Context: an optimization exercise on an open-source flow, tuned for small area, a short achievable clock period and few clock cycles per item. The choices shown serve that exercise and are no tape-out recipe. The RTL was checked by simulation tests, not by an equivalence proof against the original design. Power is estimated from default activity; no workload was simulated.

<file path="flow/design.v">
package cepq_pkg;
    localparam logic ACT_PUSH = 1'b0;
    localparam logic ACT_POP  = 1'b1;
    localparam logic [2:0] ST_INSERTED  = 3'd0;
    localparam logic [2:0] ST_COALESCED = 3'd1;
    localparam logic [2:0] ST_DROPPED   = 3'd2;
    localparam logic [2:0] ST_POPPED    = 3'd3;
    localparam logic [2:0] ST_EMPTY     = 3'd4;
    typedef struct packed {
        logic        action;
        logic [2:0]  priority_req;
        logic [2:0]  msg_type;
        logic [15:0] item_id;
    } t_req;
    typedef struct packed {
        logic [2:0]  status;
        logic [2:0]  out_priority;
        logic [2:0]  out_type;
        logic [15:0] out_item_id;
        logic [4:0]  occupancy;
        logic        stay_awake;
    } t_rsp;
    typedef struct packed {
        logic [2:0]  prio;
        logic [2:0]  msg_type;
        logic [15:0] item_id;
    } t_entry;
    typedef struct packed {
        logic   insert;
        logic   pop;
        t_entry entry;
    } t_cell_ctrl;
    function automatic logic prio_gt(input logic [2:0] a, input logic [2:0] b);
        prio_gt = (a[2] & ~b[2])
                | (~(a[2] ^ b[2]) & ((a[1] & ~b[1]) | (~(a[1] ^ b[1]) & a[0] & ~b[0])));
    endfunction
endpackage
module cepq_cell (
    input  logic                   i_clk,
    input  logic                   i_take_hold,
    input  logic                   i_take_right,
    input  logic                   i_take_left,
    input  logic                   i_take_new,
    input  cepq_pkg::t_entry       i_left_entry,
    input  cepq_pkg::t_entry       i_right_entry,
    input  cepq_pkg::t_entry       i_new_entry,
    input  cepq_pkg::t_entry       i_cmp_entry,
    input  logic [2:0]             i_cmp_prio,
    output cepq_pkg::t_entry       o_entry,
    output logic                   o_eq,
    output logic                   o_gt
);
    cepq_pkg::t_entry r_entry;
    assign o_entry = r_entry;
    assign o_eq    = (r_entry == i_cmp_entry);
    assign o_gt    = cepq_pkg::prio_gt(r_entry.prio, i_cmp_prio);
    always_ff @(posedge i_clk) begin
        r_entry <= ({22{i_take_hold}}  & r_entry)
                 | ({22{i_take_right}} & i_right_entry)
                 | ({22{i_take_left}}  & i_left_entry)
                 | ({22{i_take_new}}   & i_new_entry);
    end
endmodule
module coalescing_priority_event_queue #(
    parameter int QUEUE_DEPTH = 16
) (
    input  logic              i_clk,
    input  logic              i_rst_n,
    input  logic              i_req_valid,
    output logic              o_req_stall,
    input  logic [22:0]       i_req,
    output logic              o_rsp_valid,
    input  logic              i_rsp_stall,
    output logic [30:0]       o_rsp
);
    localparam int N  = QUEUE_DEPTH;
    localparam int CW = $clog2(QUEUE_DEPTH + 1);
    cepq_pkg::t_req       w_a;
    cepq_pkg::t_entry     w_a_entry;
    logic                 r_b_valid;
    logic                 r_b_push;
    logic [2:0]           r_b_prio_n;    
    cepq_pkg::t_entry     r_b_entry;
    logic [N/4-1:0]       r_b_eq;        
    logic                 r_b_eq_head;   
    logic                 r_b_eq_next;   
    logic                 r_q_ins;       
    logic                 r_q_pop;       
    logic                 r_q_do_ins;    
    logic                 r_q_do_pop;    
    logic [N-1:0]         r_q_ge;        
    cepq_pkg::t_entry     r_q_entry;     
    cepq_pkg::t_entry     r_q_popped;    
    logic                 r_q_valid;     
    logic [2:0]           r_q_status;
    logic [CW-1:0]        r_cnt;
    logic [N-1:0]         r_occ;         
    logic [N:0]           w_occ;
    logic                 r_awake;
    logic w_room, w_b_free, w_b_move;
    assign w_room      = !r_q_valid || !i_rsp_stall;
    assign w_b_free    = !r_b_valid || w_room;
    assign w_b_move    = r_b_valid && w_room;
    logic r_both_valid;
    assign o_req_stall = r_both_valid && i_rsp_stall;
    assign w_a = i_req;
    assign w_a_entry.prio     = w_a.priority_req;
    assign w_a_entry.msg_type = w_a.msg_type;
    assign w_a_entry.item_id  = w_a.item_id;
    logic [21:0]      w_entry [N];
    logic [N-1:0]     w_eq, w_gt;
    for (genvar g = 0; g < N; g++) begin : g_cell
        logic [21:0] w_left, w_right;
        logic        w_take_left, w_take_new;
        if (g == 0) begin : g_head
            assign w_left      = '0;
            assign w_take_left = 1'b0;
            assign w_take_new  = r_q_do_ins && r_q_ge[0];
        end else begin : g_mid
            assign w_left      = w_entry[g-1];
            assign w_take_left = r_q_do_ins && r_q_ge[g-1];
            assign w_take_new  = r_q_do_ins && r_q_ge[g] && !r_q_ge[g-1];
        end
        if (g == N - 1) begin : g_tail
            assign w_right = '0;
        end else begin : g_body
            assign w_right = w_entry[g+1];
        end
        cepq_cell u_cell (
            .i_clk         (i_clk),
            .i_take_hold   (!r_q_do_pop && !(r_q_do_ins && r_q_ge[g])),
            .i_take_right  (r_q_do_pop),
            .i_take_left   (w_take_left),
            .i_take_new    (w_take_new),
            .i_left_entry  (w_left),
            .i_right_entry (w_right),
            .i_new_entry   (r_q_entry),
            .i_cmp_entry   (w_a_entry),
            .i_cmp_prio    (~r_b_prio_n),
            .o_entry       (w_entry[g]),
            .o_eq          (w_eq[g]),
            .o_gt          (w_gt[g])
        );
    end
    assign w_occ = {1'b0, r_occ};
    logic         w_eq_q;
    logic [N-1:0] w_bn_eq;
    logic         w_bn_eq_head;
    assign w_eq_q = (r_q_entry == w_a_entry);
    always_comb begin
        for (int g = 0; g < N; g++) begin
            if (r_q_do_pop) begin
                w_bn_eq[g] = w_eq[g] && (g >= 2) && w_occ[(g >= 1) ? g-1 : 0];
            end else if (r_q_do_ins) begin
                w_bn_eq[g] = w_eq[g] && w_occ[(g < N) ? g+1 : N] && (g >= 1 || r_q_ge[0]);
            end else begin
                w_bn_eq[g] = w_eq[g] && (g >= 1) && w_occ[g];
            end
        end
        if (r_q_do_pop)
            w_bn_eq_head = w_eq[1] && w_occ[0];
        else if (r_q_do_ins && r_q_ge[0])
            w_bn_eq_head = w_eq_q;
        else
            w_bn_eq_head = w_eq[0] && w_occ[0];
    end
    logic [N-1:0] w_gtn, w_ge;
    logic         w_dup, w_full, w_empty, w_ins, w_pop;
    logic [2:0]   w_status;
    logic [CW-1:0] w_cnt_n, w_cnt_inc, w_cnt_dec;
    logic         w_awake_n;
    cepq_pkg::t_entry w_head;
    logic w_gt_q;
    assign w_gt_q = cepq_pkg::prio_gt(r_q_entry.prio, r_b_entry.prio);
    always_comb begin
        for (int g = 0; g < N; g++) begin
            if (r_q_do_pop) begin
                w_gtn[g] = (g < N-1) ? w_gt[(g < N-1) ? g+1 : 0] : 1'b0;
            end else if (r_q_do_ins) begin
                if (!r_q_ge[g])
                    w_gtn[g] = w_gt[g];
                else if (g == 0 || !r_q_ge[(g >= 1) ? g-1 : 0])
                    w_gtn[g] = w_gt_q;
                else
                    w_gtn[g] = w_gt[(g >= 1) ? g-1 : 0];
            end else begin
                w_gtn[g] = w_gt[g];
            end
            w_ge[g] = w_gtn[g] || !w_occ[g];
        end
    end
    always_comb begin
        if (r_q_do_pop)                   w_head = w_entry[1];
        else if (r_q_do_ins && r_q_ge[0]) w_head = r_q_entry;
        else                              w_head = w_entry[0];
    end
    assign w_dup     = (|r_b_eq) || (r_b_eq_head && !r_q_pop) || (r_b_eq_next && r_q_ins);
    assign w_full    = w_occ[N-1];
    assign w_empty   = !w_occ[0];
    assign w_ins     = r_b_push && !w_dup && !w_full;
    assign w_pop     = !r_b_push && !w_empty;
    always_comb begin
        logic all_one, all_zero;
        all_one  = 1'b1;
        all_zero = 1'b1;
        for (int i = 0; i < CW; i++) begin
            w_cnt_inc[i] = r_cnt[i] ^ all_one;
            w_cnt_dec[i] = r_cnt[i] ^ all_zero;
            all_one  = all_one & r_cnt[i];
            all_zero = all_zero & !r_cnt[i];
        end
    end
    always_comb begin
        if (r_b_push) begin
            if (w_dup)       w_status = cepq_pkg::ST_COALESCED;
            else if (w_full) w_status = cepq_pkg::ST_DROPPED;
            else             w_status = cepq_pkg::ST_INSERTED;
        end else begin
            if (w_empty)     w_status = cepq_pkg::ST_EMPTY;
            else             w_status = cepq_pkg::ST_POPPED;
        end
        if (w_ins)      w_cnt_n = w_cnt_inc;
        else if (w_pop) w_cnt_n = w_cnt_dec;
        else            w_cnt_n = r_cnt;
        if (r_b_push)     w_awake_n = 1'b1;
        else if (w_empty) w_awake_n = 1'b0;
        else              w_awake_n = r_awake;
    end
    always_ff @(posedge i_clk) begin
        if (!i_rst_n) begin
            r_b_valid  <= 1'b0;
            r_q_ins    <= 1'b0;
            r_q_pop    <= 1'b0;
            r_q_do_ins <= 1'b0;
            r_q_do_pop <= 1'b0;
            r_cnt      <= '0;
            r_occ      <= '0;
            r_awake    <= 1'b0;
            r_q_valid  <= 1'b0;
            r_both_valid <= 1'b0;
        end else begin
            if (w_b_free) begin
                r_b_valid <= i_req_valid;
                r_q_ins   <= w_b_move && w_ins;
                r_q_pop   <= w_b_move && w_pop;
            end
            r_q_do_ins <= w_b_move && w_ins;
            r_q_do_pop <= w_b_move && w_pop;
            if (w_b_move) begin
                r_cnt   <= w_cnt_n;
                if (w_ins)      r_occ <= {r_occ[N-2:0], 1'b1};
                else if (w_pop) r_occ <= {1'b0, r_occ[N-1:1]};
                r_awake <= w_awake_n;
            end
            if (w_room) r_q_valid <= r_b_valid;
            r_both_valid <= (w_b_free ? i_req_valid : r_b_valid)
                         && (w_room ? r_b_valid : r_q_valid);
        end
    end
    always_ff @(posedge i_clk) begin
        if (w_b_free) begin
            r_b_push    <= (w_a.action == cepq_pkg::ACT_PUSH);
            r_b_entry   <= w_a_entry;
            r_b_prio_n  <= ~w_a_entry.prio;
            for (int j = 0; j < N/4; j++)
                r_b_eq[j] <= |w_bn_eq[4*j +: 4]
                          || (j == 0 && w_eq_q && r_q_do_ins && !r_q_ge[0]);
            r_b_eq_head <= w_bn_eq_head;
            r_b_eq_next <= (r_b_entry == w_a_entry);
        end
        r_q_ge    <= w_ge;
        r_q_entry <= r_b_entry;
        if (w_room) begin
            r_q_popped  <= w_pop ? w_head : '0;
            r_q_status  <= w_status;
        end
    end
    assign o_rsp_valid = r_q_valid;
    assign o_rsp       = {r_q_status, r_q_popped, 5'(r_cnt), r_awake};
endmodule
</file>
<file path="flow/run.sh">
#!/bin/bash
# synth_recipe.tcl (not shown) runs the flow's synth.tcl, then flattens the netlist and writes it again
# the make line also repeats each setting of config.mk as NAME=value (left out here)
make -C /OpenROAD-flow-scripts/flow DESIGN_CONFIG=/design/flow/config.mk WORK_HOME=/design/flow/orfs CLKGATE_MAP_FILE= SYNTH_SCRIPT=/design/flow/synth_recipe.tcl finish
</file>
<file path="flow/config.mk">
export PLATFORM = sky130hd
export DESIGN_NAME = coalescing_priority_event_queue
export DESIGN_NICKNAME = coalescing_priority_event_queue
export VERILOG_FILES = /design/flow/design.v
export SDC_FILE = /design/flow/constraint.sdc
export NUM_CORES = 4
export LEC_CHECK = 0
export CAP_MARGIN = 20
export CORE_MARGIN = 2
export CORE_UTILIZATION = 50
export SETUP_SLACK_MARGIN = 1.6
export SLEW_MARGIN = 20
</file>
<file path="flow/constraint.sdc">
create_clock -name core_clock -period 3.6 [get_ports {i_clk}]
set_input_delay 0.7200 -clock core_clock [delete_from_list [all_inputs] [get_ports {i_clk}]]
set_output_delay 0.7200 -clock core_clock [all_outputs]
set_load 0.01 [all_outputs]
</file>
==> flow_summary.rst, run 1 <==
.. list-table::
   :header-rows: 1

   * - Metric
     - Value
   * - Number of nets in the finished design
     - roughly 3000
   * - Library cells used by synthesis
     - 55
   * - TritonCTS clock tree
     - done
   * - Arr. time, crit path
     - about 2.4 ns
   * - Core Rows
     - 82
   * - Mean cell area of the mapped netlist
     - 8.63 sq um
   * - Number of top-level pins
     - 60
   * - Maximum vdd drop
     - between 400 and 500 uV
   * - Setup repair after global routing missed its margin
     - yes
   * - Nature of the critical path startpoint
     - register
   * - Type of the most critical hold path
     - reg -> reg
   * - ANT cells
     - 0
   * - Setup slack at placement
     - approximately 0.28 ns
   * - Number of endpoints with negative hold slack in the final report
     - 0
   * - Post-route antenna net violation count
     - 0
   * - Ordered cell list for the critical path
     - xor2_1 -> nor4_1 -> nand3_1 -> nor3_1 -> a41oi_1 -> o2111ai_1
   * - Setup-failing EPs final
     - 0
   * - Worst Reg2Reg Path Length in Cells
     - 6
   * - Run status
     - finished clean
   * - Placed cell count
     - about 3500
   * - Number of vias per cell
     - 6.77
   * - Global route overflow
     - 0
   * - Worst R2R Setup Slack
     - 1.56 ns
   * - Critical-path top delay cell
     - sky130_fd_sc_hd__dfxtp_1
   * - Final critical-path share of the clock period
     - a little under three fifths
   * - Post-synthesis async set-or-reset flop share
     - 0%
   * - First-pass DRT Iterations
     - 8
   * - Clock sink count
     - approximately 480
   * - Critical path required time
     - between 3 and 4 ns
   * - Maximum number of pins on one net before global-route repair
     - around 110
   * - Number of standard cells in the final layout excluding fillers
     - between 3000 and 4000
   * - Via count
     - roughly 25000
   * - Total detailed-routing wirelength
     - 109000 um
   * - Crit Path Category
     - reg -> reg
   * - Initial antenna violation count
     - 1
   * - Destination of the worst register-to-register timing path
     - r_b_eq[0]
   * - Sequential area share after synthesis
     - 39.5%
   * - Clock period minus final worst setup slack
     - 2.04 ns
   * - Area enclosed by the die boundary
     - roughly 53000 sq um
   * - Die width
     - 230 um
   * - Root Driver
     - sky130_fd_sc_hd__clkbuf_16
   * - Final weighted congestion of routability-driven global placement
     - about 1.0
   * - Startpoint of the lowest-slack hold path
     - r_b_entry[1]
   * - Endpoint class of the critical path
     - register
   * - Synth Register Bits
     - roughly 480
   * - Most frequent cells in the layout
     - 708 x sky130_fd_sc_hd__nand2_1, 408 x sky130_fd_sc_hd__dfxtp_1, 276 x sky130_fd_sc_hd__o21ai_0
   * - Total of buffers placed on input and output ports
     - just under 60
   * - Depth of the worst hold-timing path
     - 0
   * - Worst path max stage delay
     - approximately 0.66 ns
   * - Per-cell routed wire length
     - 29.8 um
   * - Clock input transition at the sequential cells of the worst setup and hold paths
     - 0.06 ns
   * - Final Max Tran Viols
     - 0
   * - Cell area power density
     - about 610 nW/um^2
   * - Gate count after technology mapping
     - roughly 3000
   * - Number of synthesized flops with an enable pin
     - 57
   * - Residual DRC count
     - 0
   * - Warnings from Yosys
     - 3
   * - Post-synth design cell area
     - roughly 26000 sq um
   * - Worst Setup Slack, final
     - 1.56 ns
   * - Utilization of the core after routing
     - 58.5%
   * - Total clock buffers created by CTS
     - between 50 and 60
   * - Commonest non-fill, non-tap cell in the layout
     - sky130_fd_sc_hd__nand2_1
   * - Via count of the first global-routing pass
     - 22600
   * - Total half-perimeter wirelength after legalization and detailed placement
     - around 74000 um
   * - Global routing usage summed across all routing layers
     - 39.8%
   * - Worst slew margin relative to its limit
     - between 30% and 40%
   * - Sum of negative setup slack
     - 0 ns
   * - Depth of the CTS H-tree
     - 2
   * - Top_reg_cell synth
     - sky130_fd_sc_hd__dfxtp_1
   * - Leakage power
     - 11.7 nW
   * - DRC violation total after the first TritonRoute iteration
     - approximately 4200
   * - Launching point of the worst reg2reg path
     - g_cell[2].u_cell.r_entry[10]
   * - Initial Util
     - roughly half
   * - Max Clock Skew
     - 0.0282 ns
   * - Worst skew pair latency
     - around 0.64 ns
   * - Number of hold buffers added after cts
     - 0
   * - Crit path max-delay family
     - flip-flops
   * - Least-Margin Pin Slew
     - 1.01 ns
   * - Core ar.
     - 50400 sq um
   * - Number of nets in the synthesized netlist
     - 3026
   * - Highest clock rate
     - 490 MHz
   * - Number of maximum-capacitance violations
     - 0
   * - Number of buffers and inverters on the critical path
     - 0
   * - Die Y-Extent
     - about 230 um
   * - Global-route wire length before repair
     - roughly 160000 um
   * - Largest fanout of any net on the critical path
     - 4
   * - Area growth from synthesis to layout
     - 15.3%
   * - Share of final-layout standard cells stronger than drive strength 1
     - between 10 and 15%
   * - Capture endpoint of the worst hold path
     - r_q_entry[1]
   * - Maximum buffer depth of the clock tree
     - 3
==> cell type report <==
type	count	area (sq um)
clock buffer	82	1690
clock inverter	18	92.6
fill	4555	20900
inverter	33	124
multi-input combinational	2158	14300
sequential	476	10100
tap	672	841
timing repair buffer	231	2340
==> synthesized netlist by cell type (29+ instances only) <==
| cell | count | area (sq um) |
|---|---|---|
| sky130_fd_sc_hd__dfxtp_1 | 419 | 8390 |
| sky130_fd_sc_hd__o21ai_0 | 280 | 1400 |
| sky130_fd_sc_hd__inv_1 | 33 | 124 |
| sky130_fd_sc_hd__a21oi_1 | 52 | 260 |
| sky130_fd_sc_hd__a222oi_1 | 114 | 1140 |
| sky130_fd_sc_hd__edfxtp_1 | 57 | 1710 |
| sky130_fd_sc_hd__ha_1 | 34 | 425 |
| sky130_fd_sc_hd__nand4_1 | 56 | 350 |
| sky130_fd_sc_hd__clkbuf_1 | 145 | 544 |
| sky130_fd_sc_hd__nand3_1 | 29 | 145 |
| sky130_fd_sc_hd__nand2_1 | 717 | 2690 |
| sky130_fd_sc_hd__a221o_1 | 216 | 2160 |
| sky130_fd_sc_hd__buf_2 | 116 | 581 |
| sky130_fd_sc_hd__xnor2_1 | 197 | 1730 |
| sky130_fd_sc_hd__nor4_1 | 56 | 350 |
| sky130_fd_sc_hd__xor2_1 | 203 | 1780 |
==> routing by layer <==
| metal | part of all wire (%) | global-route usage [%] | up-vias | wire (um) |
|---|---|---|---|---|
| met5 | 0.012 | 0 | - | 13 |
| met4 | 3.8 | 13.4 | 2 | 4160 |
| met3 | 13 | 10.3 | 236 | 14600 |
| met2 | 40 | 55.8 | 1738 | 44100 |
| met1 | 43 | 58.8 | 12100 | 46500 |
| li1 | - | - | 10700 | - |
==> report_power, final <==
part | switching [mW] | leakage, nW | internal [mW]
registers | 2.07 | 4.09 | 6.50
clock network | 2.41 | 0.900 | 3.23
logic | 1.99 | 6.74 | 1.90
total | 6.46 | 11.7 | 11.6
==> worst max-delay path by stage <==
stage,from,slack [ns],depth (start not counted),endpoint
finish,g_cell[2].u_cell.r_entry[10],1.56,6,r_b_eq[0]
global route,r_b_prio_n[1],1.57,7,r_q_ge[8]
CTS,i_rsp_stall,1.52,3,o_req_stall
detailed placement,i_req[1],0.28,8,r_b_eq[3]
global placement,i_req[1],0.28,8,r_b_eq[3]
floorplan,i_req[1],1.61,7,r_b_eq[0]
==> cell families (layout without fill, tap and decap cells) <==
kind of cell | Yosys count | count (layout) | share of synthesized area [%]
simple gates | 940 | 940 | 15.7
buf+inv | 332 | 364 | 5.91
xor+xnor | 400 | 400 | 13.7
compound gates | 767 | 768 | 22.9
fa+ha+maj | 34 | 34 | 1.66
flops | 476 | 476 | 39.5
mux | 16 | 16 | 0.631
==> state kept, by name (all words and copies together), names as in the netlist, 3 cells and up <==
signal	flops
r_cnt	5
r_q_entry	22
r_b_entry	22
r_q_ge	16
r_occ	16
r_q_popped	22
g_cell.u_cell.r_entry	352
r_b_prio_n	3
r_b_eq	4
r_q_status	3
==> worst reg2reg max path, stage by stage (launching register included) <==
cell	delay [ns]
sky130_fd_sc_hd__dfxtp_1	0.66
sky130_fd_sc_hd__xor2_1	0.42
sky130_fd_sc_hd__nor4_1	0.10
sky130_fd_sc_hd__nand3_1	0.08
sky130_fd_sc_hd__nor3_1	0.05
sky130_fd_sc_hd__a41oi_1	0.31
sky130_fd_sc_hd__o2111ai_1	0.16
==> what timing repair did <==
action                     CTS  global route
setup endpoints to repair  327           250
pin swaps                   10            16
gates resized for setup    168            74
buffers inserted            28            20
gates cloned                 2             3
==> per-stage QoR <==
| step | area [sq um] | hold slack [ns] | power, mW |
|---|---|---|---|
| final | 29500 | 0.390 | 18.1 |
| after detailed placement | 26700 | 0.378 | 12.1 |
| after global routing | 29500 | 0.403 | 18.7 |
| after global placement | 26700 | 0.372 | 12.1 |
| after CTS | 29000 | 0.389 | 17.8 |
| after floorplan | 25600 | 0.368 | 10.4 |
Testbench counts, summed over its fixed seeds: cycles 32,016, requests 32,000.
==> inputs of run 2 (changes only) <==
--- a/flow/config.mk
+++ b/flow/config.mk
@@ -8,5 +8,5 @@
 export CAP_MARGIN = 20
 export CORE_MARGIN = 2
 export CORE_UTILIZATION = 50
-export SETUP_SLACK_MARGIN = 1.6
+export SETUP_SLACK_MARGIN = 1.5
 export SLEW_MARGIN = 20
==> flow_summary.rst, run 2 <==
.. list-table::
   :header-rows: 1

   * - Metric
     - Value
   * - Largest fanout of any net on the critical path
     - 24 (was 4)
   * - Adder-cell share of the synthesized area
     - 1.66% (unchanged)
   * - Nature of the critical path startpoint
     - register (unchanged)
   * - Root Driver
     - sky130_fd_sc_hd__clkbuf_16 (unchanged)
   * - Number of nets in the finished design
     - 3006 (was 3014)
   * - Leakage power
     - 11.7 nW (about the same)
   * - Global-route wire length before repair
     - 157000 um (was 158000 um)
   * - Switching part of the total
     - 35.7% (about the same)
   * - Via count
     - 24700 (was 24800)
   * - Global route overflow
     - 0 (unchanged)
   * - Least-Margin Pin Slew
     - 1.03 ns (was 1.01 ns)
   * - Endpoint class of the critical path
     - register (unchanged)
   * - Crit Path Category
     - reg -> reg (unchanged)
   * - Area enclosed by the die boundary
     - 53000 sq um (unchanged)
   * - Arr. time, crit path
     - 2.66 ns (was 2.39 ns)
   * - Number of top-level pins
     - 60 (unchanged)
   * - Via count of the first global-routing pass
     - 22600 (about the same)
   * - Clock sink count
     - 476 (unchanged)
   * - Total clock buffers created by CTS
     - 53 (unchanged)
   * - Main combinational cell family by area after synthesis
     - compound AO/OA/AOI/OAI gates (unchanged)
   * - Number of flip-flops in the largest register
     - 352 (unchanged)
   * - Power Total
     - 18.0 mW (was 18.1 mW)
   * - Number of endpoints with negative hold slack in the final report
     - 0 (unchanged)
   * - Dominant cell by count in the synthesized netlist
     - sky130_fd_sc_hd__nand2_1 (unchanged)
   * - Initial antenna violation count
     - 1 (unchanged)
   * - Worst skew pair latency
     - 0.64 ns (about the same)
   * - First-pass DRT Iterations
     - 8 (unchanged)
   * - Most common library cells after synthesis
     - 717 x sky130_fd_sc_hd__nand2_1, 419 x sky130_fd_sc_hd__dfxtp_1, 280 x sky130_fd_sc_hd__o21ai_0, 216 x sky130_fd_sc_hd__a221o_1, 203 x sky130_fd_sc_hd__xor2_1 (unchanged)
   * - Type of the most critical hold path
     - reg -> reg (unchanged)
   * - Post-synthesis async set-or-reset flop share
     - 0% (unchanged)
   * - Number of vias per cell
     - 6.76 (was 6.77)
   * - Clock input transition at the sequential cells of the worst setup and hold paths
     - 0.06 ns (about the same)
   * - Maximum number of pins on one net before global-route repair
     - 112 (unchanged)
   * - TritonCTS clock tree
     - done (unchanged)
   * - ANT cells
     - 0 (unchanged)
   * - Post-synth design cell area
     - 25600 sq um (unchanged)
   * - Global routing usage summed across all routing layers
     - 39.7% (was 39.8%)
   * - Post-route antenna net violation count
     - 0 (unchanged)
   * - Warnings from Yosys
     - 3 (unchanged)
   * - Total half-perimeter wirelength after legalization and detailed placement
     - 73600 um (unchanged)
   * - Register containing the most flip-flops in the final layout
     - g_cell.u_cell.r_entry (unchanged)
   * - Depth of the CTS H-tree
     - 2 (unchanged)
   * - Startpoint of the lowest-slack hold path
     - r_b_entry[1] (unchanged)
   * - DRC violation total after the first TritonRoute iteration
     - 4249 (was 4187)
   * - Worst setup path startpoint
     - r_q_do_ins (was g_cell[2].u_cell.r_entry[10])
   * - Final Max Tran Viols
     - 0 (unchanged)
   * - Residual DRC count
     - 0 (unchanged)
   * - Commonest non-fill, non-tap cell in the layout
     - sky130_fd_sc_hd__nand2_1 (unchanged)
   * - Sum of negative setup slack
     - 0 ns (unchanged)
   * - Compound-Gate Fraction of Synth Area
     - 22.9% (unchanged)
   * - Sequential area share after synthesis
     - 39.5% (unchanged)
   * - Xor and xnor fraction of the mapped netlist area
     - 13.7% (unchanged)
   * - Post-synthesis share of cell area spent on and, or, nand and nor gates
     - 15.7% (unchanged)
   * - Clock power frac
     - 31.3% (was 31.2%)
   * - Final critical-path share of the clock period
     - 58.1% (was 56.7%)
   * - Area growth from synthesis to layout
     - 13.9% (was 15.3%)
   * - Internal power contribution
     - 11.6 mW (about the same)
   * - Cell accounting for the most synthesized area
     - sky130_fd_sc_hd__dfxtp_1 (unchanged)
   * - Top_reg_cell synth
     - sky130_fd_sc_hd__dfxtp_1 (unchanged)
   * - Most frequent cells in the layout
     - 713 x sky130_fd_sc_hd__nand2_1, 411 x sky130_fd_sc_hd__dfxtp_1, 276 x sky130_fd_sc_hd__o21ai_0 (was 708 x sky130_fd_sc_hd__nand2_1, 408 x sky130_fd_sc_hd__dfxtp_1, 276 x sky130_fd_sc_hd__o21ai_0)
   * - Critical path required time
     - 4.17 ns (was 3.95 ns)
   * - Combinational share of power
     - 21.2% (was 21.5%)
   * - Share of total power in sequential cells
     - 47.5% (was 47.4%)
   * - Number of nets in the synthesized netlist
     - 3026 (unchanged)
   * - Worst slew margin relative to its limit
     - 31.2% (was 32.6%)
   * - Library cells used by synthesis
     - 55 (unchanged)
   * - Top area cells in the synthesized netlist
     - sky130_fd_sc_hd__dfxtp_1 33%, sky130_fd_sc_hd__nand2_1 11%, sky130_fd_sc_hd__a221o_1 8.5% (unchanged)
   * - Top cell type's share of synthesized area
     - 32.8% (unchanged)
   * - Mean cell area of the mapped netlist
     - 8.63 sq um (unchanged)
   * - Net switching power of the design
     - 6.43 mW (was 6.46 mW)
   * - Synth Register Bits
     - 476 (unchanged)
   * - Final weighted congestion of routability-driven global placement
     - 1.00 (unchanged)
   * - Clock period minus final worst setup slack
     - 2.09 ns (was 2.04 ns)
   * - Highest clock rate
     - 479 MHz (was 490 MHz)
   * - Cell area power density
     - 618 nW/um^2 (was 613 nW/um^2)
   * - Launching point of the worst reg2reg path
     - r_q_do_ins (was g_cell[2].u_cell.r_entry[10])
   * - Per-cell routed wire length
     - 29.6 um (was 29.8 um)
   * - Share of synthesized area spent on multiplexers
     - 0.631% (unchanged)
   * - Die width
     - 230 um (unchanged)
   * - Number of fill cells in the layout
     - 4582 (was 4555)
   * - Number of synthesized flops with an enable pin
     - 57 (unchanged)
   * - Die Y-Extent
     - 230 um (unchanged)
   * - Total detailed-routing wirelength
     - 109000 um (about the same)
   * - Maximum vdd drop
     - 398 uV (was 401 uV)
   * - Core Rows
     - 82 (unchanged)
   * - Max Clock Skew
     - 0.0325 ns (was 0.0282 ns)
   * - Gate count after technology mapping
     - 2965 (unchanged)
   * - Number of maximum-capacitance violations
     - 0 (unchanged)
   * - Core ar.
     - 50400 sq um (unchanged)
   * - Maximum buffer depth of the clock tree
     - 3 (unchanged)
   * - Total of buffers placed on input and output ports
     - 59 (unchanged)
   * - Setup-failing EPs final
     - 0 (unchanged)
   * - Initial Util
     - 50.8% (unchanged)
   * - Share of final-layout standard cells stronger than drive strength 1
     - 11.0% (was 12.3%)
   * - Run status
     - finished clean (unchanged)
   * - Setup repair after global routing missed its margin
     - yes (unchanged)
   * - Utilization of the core after routing
     - 57.9% (was 58.5%)
-- run 2: cells by family after synthesis --
family,count (synthesis)
and+or+nand+nor,940
AOI/OAI and AO/OA,767
DFF,476
xor gates and xnor gates,400
buffers and inverters,332
adders and majority gates,34
muxes,16
-- run 2: area by class of cell --
type	count	area [sq um]	area share (%)
clock buffers	82	1690	5.81
multi-input cells	2158	14200	48.7
inverters	33	124	0.425
repair buffers	223	2100	7.20
flip-flops and latches	476	10100	34.7
well taps	672	841	2.88
clock inverters	18	92.6	0.318
-- run 2: final timing paths --
kind | endpoint | slack [ns] | cells after the start
max | g_cell[11].u_cell.r_entry[5] | 1.51 | 4
min | r_q_entry[1] | 0.39 | 0
max reg2reg | g_cell[11].u_cell.r_entry[5] | 1.51 | 4
min reg2reg | r_q_entry[1] | 0.39 | 0
-- run 2: critical path, stage by stage (launching register included) --
cell	delay, ns
sky130_fd_sc_hd__dfxtp_4	0.51
sky130_fd_sc_hd__nand2_1	0.66
sky130_fd_sc_hd__nor2_1	0.29
sky130_fd_sc_hd__buf_4	0.33
sky130_fd_sc_hd__a221o_1	0.22
-- run 2: through the flow --
step                      hold slack [ns]  cells  area (sq um)  setup slack (ns)
after floorplan                     0.368   2965         25600              1.61
after global placement              0.372   3516         26700             0.283
after detailed placement            0.378   3517         26700             0.282
after CTS                           0.389   3634         28800              1.50
after global routing                0.403   3662         29100              1.45
final                               0.386   3662         29100              1.51
-- run 2: power by group through the flow --
stage               clock network, mW  registers, mW  logic, mW
floorplan                           0           7.61       2.75
global placement                    0           8.52       3.54
detailed placement                  0           8.53       3.61
CTS                              5.65           8.42       3.66
global route                     5.85           8.61       4.18
finish                           5.63           8.56       3.82
-- run 2: metal layers --
metal / share of wire (%) / vias up / global-route usage [%]
met3: 14 / 232 / 10.5
met4: 3.7 / 2 / 14.3
met2: 40 / 1751 / 55.0
met5: 0.012 / - / 0
met1: 42 / 12000 / 58.7
li1: - / 10700 / -
-- run 2: timing repair --
item,CTS,global route
gates cloned,2,1
setup endpoints to repair,200,140
pin swaps,3,8
resized for setup,104,42
setup buffers,15,27
hold buffers,0,0
==> inputs of run 3 (changes only) <==
--- a/flow/config.mk
+++ b/flow/config.mk
@@ -8,5 +8,5 @@
 export CAP_MARGIN = 20
 export CORE_MARGIN = 2
 export CORE_UTILIZATION = 50
-export SETUP_SLACK_MARGIN = 1.5
+export SETUP_SLACK_MARGIN = 1.7
 export SLEW_MARGIN = 20
==> flow_summary.rst, run 3 <==
.. list-table::
   :header-rows: 1

   * - Metric
     - Value
   * - Top cell type's share of synthesized area
     - 32.8% (unchanged)
   * - Root Driver
     - sky130_fd_sc_hd__clkbuf_16 (unchanged)
   * - Ordered cell list for the critical path
     - buf_6 -> mux2i_1 -> nand2_1 -> o2111ai_1 -> nor4_2 -> a41oi_1 -> o2111ai_1 (was nand2_1 -> nor2_1 -> buf_4 -> a221o_1)
   * - Number of flip-flops in the largest register
     - 352 (unchanged)
   * - Number of maximum-capacitance violations
     - 0 (unchanged)
   * - Cell area power density
     - 609 nW/um^2 (was 618 nW/um^2)
   * - Maximum number of pins on one net before global-route repair
     - 161 (was 112)
   * - Total clock buffers created by CTS
     - 53 (unchanged)
   * - Maximum buffer depth of the clock tree
     - 3 (unchanged)
   * - Top_reg_cell synth
     - sky130_fd_sc_hd__dfxtp_1 (unchanged)
   * - Initial antenna violation count
     - 1 (unchanged)
   * - Warnings from Yosys
     - 3 (unchanged)
   * - Post-route antenna net violation count
     - 0 (unchanged)
   * - Placed cell count
     - 3502 (was 3517)
   * - Global-route wire length before repair
     - 158000 um (was 157000 um)
   * - Number of nets in the finished design
     - 3042 (was 3006)
   * - Launching point of the worst reg2reg path
     - r_q_do_ins (unchanged)
   * - Post-synthesis async set-or-reset flop share
     - 0% (unchanged)
   * - First-pass DRT Iterations
     - 10 (was 8)
   * - Mean cell area of the mapped netlist
     - 8.63 sq um (unchanged)
   * - Number of nets in the synthesized netlist
     - 3026 (unchanged)
   * - Leakage power
     - 12.0 nW (was 11.7 nW)
   * - Post-synth design cell area
     - 25600 sq um (unchanged)
   * - Number of hold buffers added after cts
     - 0 (unchanged)
   * - Crit path max-delay family
     - compound AO/OA/AOI/OAI gates (was simple AND/OR/NAND/NOR gates)
   * - Gate count after technology mapping
     - 2965 (unchanged)
   * - Total half-perimeter wirelength after legalization and detailed placement
     - 68900 um (was 73600 um)
   * - Clock input transition at the sequential cells of the worst setup and hold paths
     - 0.07 ns (was 0.06 ns)
   * - Die width
     - 230 um (unchanged)
   * - Synth Register Bits
     - 476 (unchanged)
   * - Register containing the most flip-flops in the final layout
     - g_cell.u_cell.r_entry (unchanged)
   * - Number of synthesized flops with an enable pin
     - 57 (unchanged)
   * - Core Rows
     - 82 (unchanged)
   * - Type of the most critical hold path
     - reg -> reg (unchanged)
   * - Depth of the CTS H-tree
     - 2 (unchanged)
   * - Top area cells in the synthesized netlist
     - sky130_fd_sc_hd__dfxtp_1 33%, sky130_fd_sc_hd__nand2_1 11%, sky130_fd_sc_hd__a221o_1 8.5% (unchanged)
   * - Least-Margin Pin Slew
     - 0.990 ns (was 1.03 ns)
   * - Run status
     - finished clean (unchanged)
   * - Worst skew pair latency
     - 0.63 ns (was 0.64 ns)
   * - Cell with the most instances on the worst path
     - sky130_fd_sc_hd__o2111ai_1
   * - Endpoint class of the critical path
     - register (unchanged)
   * - Share of final-layout standard cells stronger than drive strength 1
     - 14.7% (was 11.0%)
   * - Number of vias per cell
     - 6.80 (was 6.76)
   * - Nature of the critical path startpoint
     - register (unchanged)
   * - Final weighted congestion of routability-driven global placement
     - 0.956 (was 1.00)
   * - Sum of negative setup slack
     - 0 ns (unchanged)
   * - Sequential area share after synthesis
     - 39.5% (unchanged)
   * - Library cells used by synthesis
     - 55 (unchanged)
   * - Via count of the first global-routing pass
     - 23000 (was 22600)
   * - Total detailed-routing wirelength
     - 110000 um (was 109000 um)
   * - Max Clock Skew
     - 0.0300 ns (was 0.0325 ns)
   * - Residual DRC count
     - 0 (unchanged)
   * - Summed area of non-filler cells in the final layout
     - 29900 sq um (was 29100 sq um)
   * - Crit Path Category
     - reg -> reg (unchanged)
   * - Die Y-Extent
     - 230 um (unchanged)
   * - Highest clock rate
     - 501 MHz (was 479 MHz)
   * - Most common library cells after synthesis
     - 717 x sky130_fd_sc_hd__nand2_1, 419 x sky130_fd_sc_hd__dfxtp_1, 280 x sky130_fd_sc_hd__o21ai_0, 216 x sky130_fd_sc_hd__a221o_1, 203 x sky130_fd_sc_hd__xor2_1 (unchanged)
   * - DRC violation total after the first TritonRoute iteration
     - 4317 (was 4249)
   * - Per-cell routed wire length
     - 29.9 um (was 29.6 um)
   * - Clock period minus final worst setup slack
     - 2.00 ns (was 2.09 ns)
   * - Number of top-level pins
     - 60 (unchanged)
   * - Area enclosed by the die boundary
     - 53000 sq um (unchanged)
   * - Largest fanout of any net on the critical path
     - 11 (was 24)
   * - Clock sink count
     - 476 (unchanged)
   * - Setup repair after global routing missed its margin
     - yes (unchanged)
   * - Core ar.
     - 50400 sq um (unchanged)
   * - Area growth from synthesis to layout
     - 17.0% (was 13.9%)
   * - Critical path required time
     - 3.95 ns (was 4.17 ns)
   * - Global routing usage summed across all routing layers
     - 39.8% (was 39.7%)
   * - Number of fill cells in the layout
     - 4470 (was 4582)
   * - Arr. time, crit path
     - 2.35 ns (was 2.66 ns)
   * - Number of standard cells in the final layout excluding fillers
     - 3696 (was 3662)
   * - Worst hold-check slack
     - 0.395 ns (was 0.386 ns)
   * - Cell accounting for the most synthesized area
     - sky130_fd_sc_hd__dfxtp_1 (unchanged)
   * - Final Max Tran Viols
     - 0 (unchanged)
   * - Commonest non-fill, non-tap cell in the layout
     - sky130_fd_sc_hd__nand2_1 (unchanged)
   * - Final critical-path share of the clock period
     - 55.5% (was 58.1%)
   * - TritonCTS clock tree
     - done (unchanged)
   * - Total of buffers placed on input and output ports
     - 59 (unchanged)
   * - Setup-failing EPs final
     - 0 (unchanged)
   * - Startpoint of the lowest-slack hold path
     - r_b_entry[1] (unchanged)
   * - Standard cell area after detailed placement
     - 26600 sq um (was 26700 sq um)
   * - Critical-path top delay cell
     - sky130_fd_sc_hd__dfxtp_4 (was sky130_fd_sc_hd__nand2_1)
   * - Via count
     - 25100 (was 24700)
   * - Global route overflow
     - 0 (unchanged)
   * - Worst path max stage delay
     - 0.47 ns (was 0.66 ns)
   * - Most frequent cells in the layout
     - 707 x sky130_fd_sc_hd__nand2_1, 406 x sky130_fd_sc_hd__dfxtp_1, 272 x sky130_fd_sc_hd__o21ai_0 (was 713 x sky130_fd_sc_hd__nand2_1, 411 x sky130_fd_sc_hd__dfxtp_1, 276 x sky130_fd_sc_hd__o21ai_0)
   * - Worst slew margin relative to its limit
     - 34.0% (was 31.2%)
   * - Maximum vdd drop
     - 450 uV (was 398 uV)
   * - Initial Util
     - 50.8% (unchanged)
   * - Dominant cell by count in the synthesized netlist
     - sky130_fd_sc_hd__nand2_1 (unchanged)
   * - Worst setup path startpoint
     - r_q_do_ins (unchanged)
   * - Number of endpoints with negative hold slack in the final report
     - 0 (unchanged)
   * - Worst R2R Setup Slack
     - 1.60 ns (was 1.51 ns)
   * - Number of buffers and inverters on the critical path
     - 1 (unchanged)
==> run 3: routing by layer <==
layer | vias to the layer above | GRT usage [%] | share of wire, %
li1 | 10800 | - | -
met1 | 12200 | 57.2 | 41
met2 | 1899 | 55.6 | 41
met3 | 273 | 10.4 | 14
met4 | 0 | 17.4 | 4.7
met5 | - | 0 | 0
==> run 3: cells by family (layout without fill, tap and decap cells) <==
group                    after synthesis  count (layout)  synth area share (%)
flip-flops                           476             476                  39.5
other                                  0               1                     0
adder cells (fa/ha/maj)               34              34                  1.66
buffers and inverters                332             389                  5.91
multiplexers                          16              16                 0.631
XOR/XNOR                             400             400                  13.7
AND/OR/NAND/NOR                      940             940                  15.7
AO/OA/AOI/OAI                        767             768                  22.9
==> run 3: area by class of cell <==
cell class | count | area [sq um] | area share (%)
repair buffers | 259 | 2610 | 8.72
diodes | 1 | 2.50 | 0.00836
inverters | 33 | 128 | 0.427
multi-input cells | 2158 | 14400 | 48.1
clock buffers | 80 | 1670 | 5.58
well taps | 672 | 841 | 2.81
flip-flops and latches | 476 | 10100 | 33.9
clock inverters | 17 | 146 | 0.489
==> run 3: what timing repair did <==
item                                   CTS  global route
buffers inserted                        65            21
setup endpoints to repair              449           251
pin swaps                               19            26
endpoints found under the hold margin    0             0
resized for setup                      251           102
cloned                                   5             5
==> run 3: worst paths after layout <==
check                 end  cells past startpoint
max             r_b_eq[0]                      7
min          r_q_entry[1]                      0
min reg2reg  r_q_entry[1]                      0
max reg2reg     r_b_eq[0]                      7
==> run 3: worst reg2reg max path, stage by stage (launching register included) <==
cell                        delay [ns]
sky130_fd_sc_hd__dfxtp_4          0.47
sky130_fd_sc_hd__buf_6            0.26
sky130_fd_sc_hd__mux2i_1          0.29
sky130_fd_sc_hd__nand2_1          0.08
sky130_fd_sc_hd__o2111ai_1        0.14
sky130_fd_sc_hd__nor4_2           0.09
sky130_fd_sc_hd__a41oi_1          0.26
sky130_fd_sc_hd__o2111ai_1        0.15
==> run 3: stage by stage <==
step / setup WS [ns] / power (mW) / util, %
after floorplan: 1.66 / 10.4 / -
after global placement: 0.541 / 12.0 / 52.8
after detailed placement: 0.535 / 12.1 / 52.8
after CTS: 1.54 / 17.8 / 58.3
after global routing: 1.57 / 18.8 / 59.4
final: 1.60 / 18.2 / 59.4
==> run 3: power by group <==
part	internal, mW	leakage, nW	switching [mW]
Sequential	6.50	4.09	2.09
Clock	3.33	0.895	2.36
Combinational	1.97	7.03	1.97
==> inputs of run 4 (changes only) <==
--- a/flow/config.mk
+++ b/flow/config.mk
@@ -8,5 +8,7 @@
 export CAP_MARGIN = 20
 export CORE_MARGIN = 2
 export CORE_UTILIZATION = 50
+export CTS_CLUSTER_DIAMETER = 60
+export CTS_CLUSTER_SIZE = 20
 export SETUP_SLACK_MARGIN = 1.7
 export SLEW_MARGIN = 20
==> flow_summary.rst, run 4 <==
.. list-table::
   :header-rows: 1

   * - Metric
     - Value
   * - Gate count after technology mapping
     - 2965 (unchanged)
   * - Sum of negative setup slack
     - 0 ns (unchanged)
   * - Register containing the most flip-flops in the final layout
     - g_cell.u_cell.r_entry (unchanged)
   * - Power Total
     - 17.5 mW (was 18.2 mW)
   * - Post-synthesis async set-or-reset flop share
     - 0% (unchanged)
   * - Worst Setup Slack, final
     - 1.66 ns (was 1.60 ns)
   * - Setup repair after global routing missed its margin
     - yes (unchanged)
   * - Final critical-path share of the clock period
     - 54.0% (was 55.5%)
   * - Number of nets in the synthesized netlist
     - 3026 (unchanged)
   * - Synth Register Bits
     - 476 (unchanged)
   * - Crit Path Category
     - reg -> reg (unchanged)
   * - Cell accounting for the most synthesized area
     - sky130_fd_sc_hd__dfxtp_1 (unchanged)
   * - Die Y-Extent
     - 230 um (unchanged)
   * - Global Route met1 Usage
     - 56.9% (was 57.2%)
   * - Most common library cells after synthesis
     - 717 x sky130_fd_sc_hd__nand2_1, 419 x sky130_fd_sc_hd__dfxtp_1, 280 x sky130_fd_sc_hd__o21ai_0, 216 x sky130_fd_sc_hd__a221o_1, 203 x sky130_fd_sc_hd__xor2_1 (unchanged)
   * - Met3 GRT Util
     - 11.0% (was 10.4%)
   * - Total of buffers placed on input and output ports
     - 59 (unchanged)
   * - Area enclosed by the die boundary
     - 53000 sq um (unchanged)
   * - Depth of the CTS H-tree
     - 2 (unchanged)
   * - Core ar.
     - 50400 sq um (unchanged)
   * - Number of nets in the finished design
     - 3020 (was 3042)
   * - Commonest non-fill, non-tap cell in the layout
     - sky130_fd_sc_hd__nand2_1 (unchanged)
   * - Leakage power
     - 11.7 nW (was 12.0 nW)
   * - Maximum number of pins on one net before global-route repair
     - 161 (unchanged)
   * - Number of maximum-capacitance violations
     - 0 (unchanged)
   * - Via count
     - 24900 (was 25100)
   * - Number of standard cells in the final layout excluding fillers
     - 3666 (was 3696)
   * - Setup slack at placement
     - 0.535 ns (unchanged)
   * - Cell area power density
     - 596 nW/um^2 (was 609 nW/um^2)
   * - Maximum buffer depth of the clock tree
     - 3 (unchanged)
   * - Most Crowded Layer GR
     - met1 (unchanged)
   * - Dominant cell by count in the synthesized netlist
     - sky130_fd_sc_hd__nand2_1 (unchanged)
   * - Clock period minus final worst setup slack
     - 1.94 ns (was 2.00 ns)
   * - Most frequent cells in the layout
     - 707 x sky130_fd_sc_hd__nand2_1, 405 x sky130_fd_sc_hd__dfxtp_1, 274 x sky130_fd_sc_hd__o21ai_0 (was 707 x sky130_fd_sc_hd__nand2_1, 406 x sky130_fd_sc_hd__dfxtp_1, 272 x sky130_fd_sc_hd__o21ai_0)
   * - Post-synth design cell area
     - 25600 sq um (unchanged)
   * - Number of vias per cell
     - 6.80 (about the same)
   * - Number of flip-flops in the largest register
     - 352 (unchanged)
   * - Initial antenna violation count
     - 2 (was 1)
   * - Per-cell routed wire length
     - 29.7 um (was 29.9 um)
   * - Largest fanout of any net on the critical path
     - 24 (was 11)
   * - Highest clock rate
     - 515 MHz (was 501 MHz)
   * - Mean cell area of the mapped netlist
     - 8.63 sq um (unchanged)
   * - Worst hold-check slack
     - 0.398 ns (was 0.395 ns)
   * - Final weighted congestion of routability-driven global placement
     - 0.956 (unchanged)
   * - Share of final-layout standard cells stronger than drive strength 1
     - 13.9% (was 14.7%)
   * - Run status
     - finished clean (unchanged)
   * - Maximum vdd drop
     - 335 uV (was 450 uV)
   * - Top area cells in the synthesized netlist
     - sky130_fd_sc_hd__dfxtp_1 33%, sky130_fd_sc_hd__nand2_1 11%, sky130_fd_sc_hd__a221o_1 8.5% (unchanged)
   * - Total clock buffers created by CTS
     - 43 (was 53)
   * - Critical path required time
     - 4.09 ns (was 3.95 ns)
   * - Endpoint class of the critical path
     - register (unchanged)
   * - Least-Margin Pin Slew
     - 0.975 ns (was 0.990 ns)
   * - Global-route wire length before repair
     - 158000 um (about the same)
   * - Met2 demand-to-capacity share in global routing
     - 56.3% (was 55.6%)
   * - TritonCTS clock tree
     - done (unchanged)
   * - First-pass DRT Iterations
     - 8 (was 10)
   * - Total half-perimeter wirelength after legalization and detailed placement
     - 68900 um (unchanged)
   * - Arr. time, crit path
     - 2.43 ns (was 2.35 ns)
   * - Max Clock Skew
     - 0.0176 ns (was 0.0300 ns)
   * - Sequential area share after synthesis
     - 39.5% (unchanged)
   * - Placed cell count
     - 3502 (unchanged)
   * - Sequential cell area
     - 10100 sq um (about the same)
   * - Area used by multi-input combinational logic
     - 14400 sq um (about the same)
   * - Setup-failing EPs final
     - 0 (unchanged)
   * - Global route overflow
     - 0 (unchanged)
   * - Number of fill cells in the layout
     - 4524 (was 4470)
   * - Global routing usage summed across all routing layers
     - 40.0% (was 39.8%)
   * - Type of the most critical hold path
     - reg -> reg (unchanged)
   * - Library cells used by synthesis
     - 55 (unchanged)
   * - Post-route antenna net violation count
     - 0 (unchanged)
   * - Die width
     - 230 um (unchanged)
   * - Number of synthesized flops with an enable pin
     - 57 (unchanged)
   * - Worst slew margin relative to its limit
     - 35.0% (was 34.0%)
   * - Clock input transition at the sequential cells of the worst setup and hold paths
     - 0.08 ns (was 0.07 ns)
   * - Top_reg_cell synth
     - sky130_fd_sc_hd__dfxtp_1 (unchanged)
   * - Warnings from Yosys
     - 3 (unchanged)
   * - Final Max Tran Viols
     - 0 (unchanged)
   * - Top cell type's share of synthesized area
     - 32.8% (unchanged)
   * - Total detailed-routing wirelength
     - 109000 um (was 110000 um)
   * - Clock sink count
     - 476 (unchanged)
   * - Core Rows
     - 82 (unchanged)
   * - Standard cell area after detailed placement
     - 26600 sq um (unchanged)
   * - Root Driver
     - sky130_fd_sc_hd__clkbuf_16 (unchanged)
   * - Via count of the first global-routing pass
     - 23000 (about the same)
   * - Utilization of the core after routing
     - 58.3% (was 59.4%)
   * - Number of top-level pins
     - 60 (unchanged)
   * - DRC violation total after the first TritonRoute iteration
     - 4248 (was 4317)
   * - Number of endpoints with negative hold slack in the final report
     - 0 (unchanged)
   * - Residual DRC count
     - 0 (unchanged)
   * - Nature of the critical path startpoint
     - register (unchanged)
   * - Initial Util
     - 50.8% (unchanged)
   * - Summed area of non-filler cells in the final layout
     - 29400 sq um (was 29900 sq um)
   * - Worst skew pair latency
     - 0.61 ns (was 0.63 ns)
   * - Area growth from synthesis to layout
     - 14.9% (was 17.0%)
   * - Number of hold buffers added after cts
     - 0 (unchanged)
## run 4: cell counts after synthesis
Identical to the previous run, type by type.
## run 4: critical path, stage by stage, from the launching register on
cell and delay, ns:
sky130_fd_sc_hd__dfxtp_4 0.43, sky130_fd_sc_hd__buf_6 0.20, sky130_fd_sc_hd__nand2_2 0.46, sky130_fd_sc_hd__nor2_1 0.08, sky130_fd_sc_hd__buf_4 0.25, sky130_fd_sc_hd__a221o_1 0.38
## run 4: kinds of logic (layout without fill, tap and decap cells)
family                   count (synthesis)  count (layout)  synth area share (%)
AO/OA/AOI/OAI                          767             768                  22.9
buffers and inverters                  332             358                  5.91
flip-flops                             476             476                  39.5
XOR/XNOR                               400             400                  13.7
adder cells (fa/ha/maj)                 34              34                  1.66
AND/OR/NAND/NOR                        940             940                  15.7
multiplexers                            16              16                 0.631
other                                    0               2                     0
## run 4: power by group
group / switching [mW] / leakage, nW / internal, mW
clock: 2.41 / 0.716 / 2.62
sequential: 2.08 / 4.09 / 6.49
combinational: 1.97 / 6.92 / 1.95
## run 4: path summary, 6_finish.rpt
path                                                    end  slack (ns)  depth (start not counted)          start
worst min-delay path                          r_q_entry[18]        0.40                          0  r_b_entry[18]
worst max-delay path            g_cell[5].u_cell.r_entry[6]        1.66                          5     r_q_do_ins
worst min register to register                r_q_entry[18]        0.40                          0  r_b_entry[18]
worst max register to register  g_cell[5].u_cell.r_entry[6]        1.66                          5     r_q_do_ins
## run 4: area by class of cell
cell class	count	share of cell area [%]
clock buffers	52	3.95
well taps	672	2.86
multi-input cells	2158	48.9
flip-flops and latches	476	34.5
clock inverters	26	1.09
repair buffers	247	8.24
inverters	33	0.447
diodes	2	0.0170
## run 4: timing repair
item / in CTS / in global routing
buffers inserted: 68 / 10
pin swaps: 22 / 25
resized for setup: 264 / 86
setup endpoints to repair: 449 / 259
cloned: 6 / 0
## run 4: per-layer routing
metal  wire, um  share of wire, %
met3      14700                14
met4       5190               4.8
met2      44300                41
met5          7            0.0064
met1      44600                41
==> inputs of run 5 (changes only) <==
--- a/flow/config.mk
+++ b/flow/config.mk
@@ -10,5 +10,5 @@
 export CORE_UTILIZATION = 50
 export CTS_CLUSTER_DIAMETER = 60
 export CTS_CLUSTER_SIZE = 20
-export SETUP_SLACK_MARGIN = 1.7
+export SETUP_SLACK_MARGIN = 1.6
 export SLEW_MARGIN = 20
==> flow_summary.rst, run 5 <==
.. list-table::
   :header-rows: 1

   * - Metric
     - Value
   * - Largest fanout of any net on the critical path
     - 9 (was 24)
   * - Clock sink count
     - 476 (unchanged)
   * - Global routing usage summed across all routing layers
     - 39.7% (was 40.0%)
   * - Number of synthesized flops with an enable pin
     - 57 (unchanged)
   * - Standard cell area after detailed placement
     - 26700 sq um (was 26600 sq um)
   * - Worst setup path startpoint
     - i_req[1] (was r_q_do_ins)
   * - Via count
     - 24800 (was 24900)
   * - Top cell type's share of synthesized area
     - 32.8% (unchanged)
   * - Dominant cell by count in the synthesized netlist
     - sky130_fd_sc_hd__nand2_1 (unchanged)
   * - Most frequent cells in the layout
     - 708 x sky130_fd_sc_hd__nand2_1, 407 x sky130_fd_sc_hd__dfxtp_1, 276 x sky130_fd_sc_hd__o21ai_0 (was 707 x sky130_fd_sc_hd__nand2_1, 405 x sky130_fd_sc_hd__dfxtp_1, 274 x sky130_fd_sc_hd__o21ai_0)
   * - Number of nets in the synthesized netlist
     - 3026 (unchanged)
   * - Total half-perimeter wirelength after legalization and detailed placement
     - 73600 um (was 68900 um)
   * - Final weighted congestion of routability-driven global placement
     - 1.00 (was 0.956)
   * - Placed cell count
     - 3517 (was 3502)
   * - Leakage power
     - 11.6 nW (was 11.7 nW)
   * - TritonCTS clock tree
     - done (unchanged)
   * - Worst Setup EP
     - r_b_eq[3] (was g_cell[5].u_cell.r_entry[6])
   * - Cell area power density
     - 596 nW/um^2 (about the same)
   * - Post-route antenna net violation count
     - 0 (unchanged)
   * - Core ar.
     - 50400 sq um (unchanged)
   * - Arr. time, crit path
     - 2.47 ns (was 2.43 ns)
   * - Gate count after technology mapping
     - 2965 (unchanged)
   * - DRC violation total after the first TritonRoute iteration
     - 4232 (was 4248)
   * - Top area cells in the synthesized netlist
     - sky130_fd_sc_hd__dfxtp_1 33%, sky130_fd_sc_hd__nand2_1 11%, sky130_fd_sc_hd__a221o_1 8.5% (unchanged)
   * - Number of hold buffers added after cts
     - 0 (unchanged)
   * - Destination of the worst register-to-register timing path
     - r_q_popped[18] (was g_cell[5].u_cell.r_entry[6])
   * - Crit Path Category
     - in -> reg (was reg -> reg)
   * - Die Y-Extent
     - 230 um (unchanged)
   * - Number of standard cells in the final layout excluding fillers
     - 3646 (was 3666)
   * - Number of nets in the finished design
     - 3001 (was 3020)
   * - Area enclosed by the die boundary
     - 53000 sq um (unchanged)
   * - Cell accounting for the most synthesized area
     - sky130_fd_sc_hd__dfxtp_1 (unchanged)
   * - Library cells used by synthesis
     - 55 (unchanged)
   * - Core Rows
     - 82 (unchanged)
   * - Total detailed-routing wirelength
     - 109000 um (about the same)
   * - Synth Register Bits
     - 476 (unchanged)
   * - Maximum buffer depth of the clock tree
     - 3 (unchanged)
   * - Highest clock rate
     - 498 MHz (was 515 MHz)
   * - Register containing the most flip-flops in the final layout
     - g_cell.u_cell.r_entry (unchanged)
   * - ANT cells
     - 0 (was 2)
   * - Max Clock Skew
     - 0.0292 ns (was 0.0176 ns)
   * - Number of maximum-capacitance violations
     - 0 (unchanged)
   * - Worst slew margin relative to its limit
     - 42.4% (was 35.0%)
   * - Warnings from Yosys
     - 3 (unchanged)
   * - Per-cell routed wire length
     - 29.8 um (was 29.7 um)
   * - Type of the most critical hold path
     - reg -> reg (unchanged)
   * - Nature of the critical path startpoint
     - primary input (was register)
   * - Global-route wire length before repair
     - 157000 um (was 158000 um)
   * - Endpoint class of the critical path
     - register (unchanged)
   * - Worst hold-check slack
     - 0.381 ns (was 0.398 ns)
   * - First-pass DRT Iterations
     - 8 (unchanged)
   * - Area used by multi-input combinational logic
     - 14300 sq um (was 14400 sq um)
   * - Worst R2R Setup Slack
     - 1.61 ns (was 1.66 ns)
   * - Number of flip-flops in the largest register
     - 352 (unchanged)
   * - Initial Util
     - 50.8% (unchanged)
   * - Top_reg_cell synth
     - sky130_fd_sc_hd__dfxtp_1 (unchanged)
   * - Total of buffers placed on input and output ports
     - 59 (unchanged)
   * - Initial antenna violation count
     - 1 (was 2)
   * - Worst skew pair latency
     - 0.61 ns (about the same)
   * - Maximum vdd drop
     - 390 uV (was 335 uV)
   * - Clock input transition at the sequential cells of the worst setup and hold paths
     - 0.09 ns (was 0.08 ns)
   * - Root Driver
     - sky130_fd_sc_hd__clkbuf_16 (unchanged)
   * - Via count of the first global-routing pass
     - 22600 (was 23000)
   * - Critical path required time
     - 4.06 ns (was 4.09 ns)
   * - Share of final-layout standard cells stronger than drive strength 1
     - 12.0% (was 13.9%)
   * - Final Max Tran Viols
     - 0 (unchanged)
   * - Number of vias per cell
     - 6.80 (about the same)
   * - Die width
     - 230 um (unchanged)
   * - Setup-failing EPs final
     - 0 (unchanged)
   * - Clock period minus final worst setup slack
     - 2.01 ns (was 1.94 ns)
   * - Least-Margin Pin Slew
     - 0.856 ns (was 0.975 ns)
   * - Number of endpoints with negative hold slack in the final report
     - 0 (unchanged)
   * - Mean cell area of the mapped netlist
     - 8.63 sq um (unchanged)
   * - Number of fill cells in the layout
     - 4529 (was 4524)
   * - Most common library cells after synthesis
     - 717 x sky130_fd_sc_hd__nand2_1, 419 x sky130_fd_sc_hd__dfxtp_1, 280 x sky130_fd_sc_hd__o21ai_0, 216 x sky130_fd_sc_hd__a221o_1, 203 x sky130_fd_sc_hd__xor2_1 (unchanged)
   * - Final critical-path share of the clock period
     - 55.7% (was 54.0%)
   * - Sequential cell area
     - 10100 sq um (about the same)
   * - Depth of the CTS H-tree
     - 2 (unchanged)
   * - Post-synthesis async set-or-reset flop share
     - 0% (unchanged)
   * - Maximum number of pins on one net before global-route repair
     - 112 (was 161)
   * - Worst Reg2Reg Path Length in Cells
     - 4 (was 5)
   * - Sequential area share after synthesis
     - 39.5% (unchanged)
   * - Run status
     - finished clean (unchanged)
   * - Summed area of non-filler cells in the final layout
     - 29200 sq um (was 29400 sq um)
   * - Setup repair after global routing missed its margin
     - yes (unchanged)
   * - Residual DRC count
     - 0 (unchanged)
   * - Launching point of the worst reg2reg path
     - r_q_do_ins (unchanged)
   * - Number of top-level pins
     - 60 (unchanged)
   * - Total clock buffers created by CTS
     - 42 (was 43)
   * - Area growth from synthesis to layout
     - 14.1% (was 14.9%)
   * - Commonest non-fill, non-tap cell in the layout
     - sky130_fd_sc_hd__nand2_1 (unchanged)
   * - Post-synth design cell area
     - 25600 sq um (unchanged)
   * - Sum of negative setup slack
     - 0 ns (unchanged)
   * - Global route overflow
     - 0 (unchanged)
run 5: cell count changes in the layout (fill, tap and decap cells not counted), sizes merged:
cell | previous run | this run
buf | 222 | 170
clkdlybuf4s15 | 6 | 33
clkinv | 4 | 11
dlygate4sd2 | 5 | 12
bufbuf | 5 | 1
inv | 47 | 44
bufinv | 3 | 1
diode | 2 | 0
dlymetal6s2s | 0 | 2
clkbuf | 58 | 57
clkdlybuf4s18 | 0 | 1
run 5: how the worst min path moves through the flow:
stage	cells after the start	end	slack, ns	from
after floorplan	0	r_q_entry[0]	0.37	r_b_entry[0]
after global placement	0	r_q_entry[2]	0.37	r_b_entry[2]
after detailed placement	0	r_q_entry[17]	0.38	r_b_entry[17]
after CTS	0	r_q_entry[1]	0.38	r_b_entry[1]
after global routing	0	r_q_entry[0]	0.39	r_b_entry[0]
final	0	r_q_entry[1]	0.38	r_b_entry[1]
run 5: kinds of logic after synthesis:
kind of cell    share of synthesized area [%]
simple gates                             15.7
compound gates                           22.9
flops                                    39.5
xor+xnor                                 13.7
buf+inv                                  5.91
fa+ha+maj                                1.66
mux                                     0.631
run 5: cell type report:
cell class | instances | share of cell area [%]
multi-input combinational | 2158 | 49.1
sequential | 476 | 34.7
timing repair buffer | 229 | 7.95
clock buffer | 50 | 3.99
tap | 672 | 2.88
clock inverter | 28 | 1.00
inverter | 33 | 0.424
run 5: stage by stage:
| step | power (mW) | utilization, % | setup slack [ns] |
|---|---|---|---|
| 2_1_floorplan | 10.4 | - | 1.61 |
| 3_3_place_gp | 12.1 | 53.0 | 0.283 |
| 3_5_place_dp | 12.1 | 53.0 | 0.282 |
| 4_1_cts | 17.1 | 57.1 | 1.43 |
| 5_1_grt | 18.0 | 58.0 | 1.55 |
| 6_report | 17.4 | 58.0 | 1.59 |
run 5: worst max-delay path, stage by stage:
cell and delay [ns]:
sky130_fd_sc_hd__clkdlybuf4s15_2 0.41, sky130_fd_sc_hd__buf_4 0.32, sky130_fd_sc_hd__xor2_1 0.15, sky130_fd_sc_hd__nor4_1 0.25, sky130_fd_sc_hd__nand3_1 0.11, sky130_fd_sc_hd__nor3_1 0.21
sky130_fd_sc_hd__nand4_1 0.15, sky130_fd_sc_hd__nand3_1 0.13
run 5: layer usage:
metal	global-route usage (%)	routed length, um
met5	0	0
met3	10.2	14600
met4	14.1	4190
met2	55.1	43800
met1	58.8	46100
run 5: timing repair:
item	CTS	global route
setup endpoints to repair	326	264
gates cloned	2	2
buffers inserted	32	15
gates resized for setup	154	79
pin swaps	12	11
run 5: power breakdown:
group,switching [mW],total [mW],internal [mW]
Combinational,2.00,3.90,1.91
Clock,2.44,4.94,2.50
Sequential,2.07,8.56,6.49

-- port drivers added, routing unchanged --
No port has a modelled driver above. Below, the same layouts with a new extraction and two added sets of constraints.
Step 1 assumes that a clkbuf_16 drives the clock port and a buf_2 every other input.
Step 2 adds t to the input delays and takes it off the output delays; t is the mean of the earliest and latest rising clock arrival at the registers after step 1. Input paths then give back, and output paths get back, about the clock's delay inside the block.
Slacks: no drivers / after step 1 / after step 2; pairs: no drivers / after step 1.
run	t, ns	slack for setup (ns)	worst setup path after step 2	clock arrival spread, ns	worst register clock-pin slew, ns
run 1	0.687	1.558 / 1.558 / 0.967	input to register	0.034 / 0.034	0.07 / 0.07
run 2	0.684	1.510 / 1.490 / 0.880	input to register	0.037 / 0.037	0.07 / 0.07
run 3	0.679	1.604 / 1.604 / 1.060	input to register	0.030 / 0.031	0.07 / 0.07
run 4	0.664	1.657 / 1.646 / 1.083	input to register	0.020 / 0.020	0.08 / 0.08
run 5	0.662	1.594 / 1.574 / 0.970	input to register	0.030 / 0.030	0.09 / 0.09
After both steps every run listed still meets setup and hold. For run 2, which loses most, drivers alone change the setup slack by -0.020 ns; drivers and shift together by -0.630 ns.
